What follows belongs to an exercise in optimizing a design on an open flow for small area and a short achievable clock period; a production flow would make more cautious choices.
In this exercise RTL edits were held to simulation tests only and were not proved equivalent to the original.
Power figures rest on the tool's default switching activity, not on a simulated workload.

Design fp_mul_top, start of the top module:
module fp_mul_top (
    input  logic        clk,
    input  logic        arst_n,
    input  logic        in_valid,
    input  logic [31:0] fp_x,
    input  logic [31:0] fp_y,
    input  logic [2:0]  r_mode,
    output logic        out_valid,
    output logic [31:0] fp_z,
    output logic        ovrf,
    output logic        udrf
);
    logic        v1, s1;
    logic [1:0]  rc1;
    logic [7:0]  ex1, ey1;
    logic [22:0] fx1;
    logic        fyz1;
    logic [11:0] one1, two1, neg1;
    logic        v2, s2;
    logic [1:0]  rc2, sp2;
    logic [9:0]  es2;
    logic [47:0] r0_2, r1_2, r2_2;
    logic        v3, s3, oi3, inc3;
    logic [1:0]  sp3;
    logic [9:0]  ea3;
    logic [22:0] fr3;
    logic        sign_in;
    logic [1:0]  rc_in;
    logic [1:0]  sp_b;
    logic [9:0]  es_b;
    logic [47:0] r0_b, r1_b, r2_b;
    logic [26:0] ye;
    logic [11:0] one_in, two_in, neg_in;
    logic [22:0] fr_c;
    logic        inc_c;
    logic [9:0]  ea_c;
    logic [31:0] z_d;
    logic        ovf_d, udf_d;
    assign sign_in = fp_x[31] ^ fp_y[31];
    always_comb begin
        case (r_mode)
  ...
For scale: roughly 2700 cells after synthesis, roughly 310 flip-flops.
==> flow/config.mk <==
export PLATFORM = sky130hd
export DESIGN_NAME = fp_mul_top
export DESIGN_NICKNAME = fp_mul_top
export VERILOG_FILES = /design/flow/design.v
export SDC_FILE = /design/flow/constraint.sdc
export NUM_CORES = 4
export LEC_CHECK = 0
export ABC_AREA = 1
export CAP_MARGIN = 20
export CORE_MARGIN = 2
export CORE_UTILIZATION = 40
export SETUP_SLACK_MARGIN = 5
export SLEW_MARGIN = 20
==> flow/constraint.sdc <==
create_clock -name core_clock -period 8.5 [get_ports {clk}]
set_input_delay 1.7000 -clock core_clock [delete_from_list [all_inputs] [get_ports {clk}]]
set_output_delay 1.7000 -clock core_clock [all_outputs]
set_load 0.01 [all_outputs]
run.sh (not shown) runs the stock make flow with config.mk's settings and CLKGATE_MAP_FILE= SYNTH_SCRIPT=/design/flow/synth_recipe.tcl, a recipe that flattens the netlist after the stock synthesis.
The starting point produced a clean layout.
Then changed:
SETUP_SLACK_MARGIN = default   (was 5)
Result:
- The changed run ran to the end with no violations
- cell area falls by 5.7%
- maximum frequency falls by 16%
- area after synthesis does not change
- non-clock buffer count falls by 84
- hold slack stays flat
- clock skew hardly moves
- worst setup slack degrades by 0.69 ns

========
fp_mul_top, a different RTL version from the one above (not shown whole).
For scale: roughly 300 flip-flops, about 110 I/O pins, about 0.024 sq mm of cells after synthesis.
Design fp_mul_top, start of the top module:
module fp_mul_top (
    input  logic        clk,
    input  logic        arst_n,
    input  logic        in_valid,
    input  logic [31:0] fp_x,
    input  logic [31:0] fp_y,
    input  logic [2:0]  r_mode,
    output logic        out_valid,
    output logic [31:0] fp_z,
    output logic        ovrf,
    output logic        udrf
);
clock: 8.5 ns
lec_check: 0
abc_area: 1
cap_margin: 20
core_margin: 2
core_utilization: 40
setup_slack_margin: 5
slew_margin: 20
Rerun with:
==> flow/flow/run.sh (new file) <==
#!/bin/bash
# Standard ORFS layout (the standard.sh, unchanged synthesis, floorplan,
# power grid and tap cells), with the repair steps aiming at a setup slack
# margin that stands for a shorter clock period than the one signed off.
set -euo pipefail
MARGIN=$(cat flow/margin.txt)
bash standard.sh SETUP_SLACK_MARGIN="$MARGIN" finish > flow_orfs.log 2>&1
==> flow/flow/margin.txt (new file) <==
5.5
==> flow/standard.sh (new file) <==
#!/bin/bash
# synth_recipe.tcl (not shown) runs the flow's synth.tcl, then flattens the netlist and writes it again
# the make line also repeats each setting of config.mk as NAME=value (left out here)
make -C /OpenROAD-flow-scripts/flow DESIGN_CONFIG=/design/flow/config.mk WORK_HOME=/design/flow/orfs CLKGATE_MAP_FILE= SYNTH_SCRIPT=/design/flow/synth_recipe.tcl "${@:-finish}"
--- a/flow/config.mk
+++ b/flow/config.mk
@@ -10,4 +10,3 @@
 export CORE_MARGIN = 2
 export CORE_UTILIZATION = 40
-export SETUP_SLACK_MARGIN = 5
 export SLEW_MARGIN = 20
removed: flow/run.sh
Effect: Critical path depth increases by 2; register-to-register slack is better by 0.25 ns; via count increases by about 6%; combinational power increases by 22%; clock-buffer cell count increases by 4; core utilization increases by 6.5 points; clock power increases by about 13%; flip-flop and latch count stays the same; power increases by about 16%; worst hold slack stays flat.

-- afterwards: timing with drivers on the ports --
No port has a modelled driver above. Below, the same layouts with a new extraction and two added sets of constraints. Step 1 (the two cells are an assumption about what drives the block):
set clk [get_ports {clk}]
set_driving_cell -lib_cell sky130_fd_sc_hd__clkbuf_16 $clk
set_driving_cell -lib_cell sky130_fd_sc_hd__buf_2 [delete_from_list [all_inputs] $clk]
Step 2 adds t to the input delays and takes it off the output delays; t is the mean of the earliest and latest rising clock arrival at the registers after step 1. Input paths then give back, and output paths get back, about the clock's delay inside the block. Slacks: ideal / step 1 / step 2; pairs: ideal / step 1.
| run | t (ns) | setup slack, ns | worst hold slack (ns) | latest minus earliest clock arrival (ns) |
|---|---|---|---|---|
| the first run of note 1 | 0.605 | 5.004 / 5.004 / 5.004 | 0.328 / 0.328 / 0.328 | 0.036 / 0.037 |
| the second run of note 1 | 0.614 | 4.318 / 4.318 / 4.318 | 0.328 / 0.328 / 0.328 | 0.037 / 0.036 |
| the first run of note 2 | 0.623 | 4.939 / 4.939 / 4.481 | 0.326 / 0.326 / 0.326 | 0.022 / 0.023 |
| the second run of note 2 | 0.620 | 5.185 / 5.185 / 4.948 | 0.323 / 0.323 / 0.323 | 0.023 / 0.024 |
After both steps setup and hold are still met in every run listed. The setup slack of the first run of note 2, which loses most, moves by 0.000 ns with the drivers and by -0.458 ns with both steps.
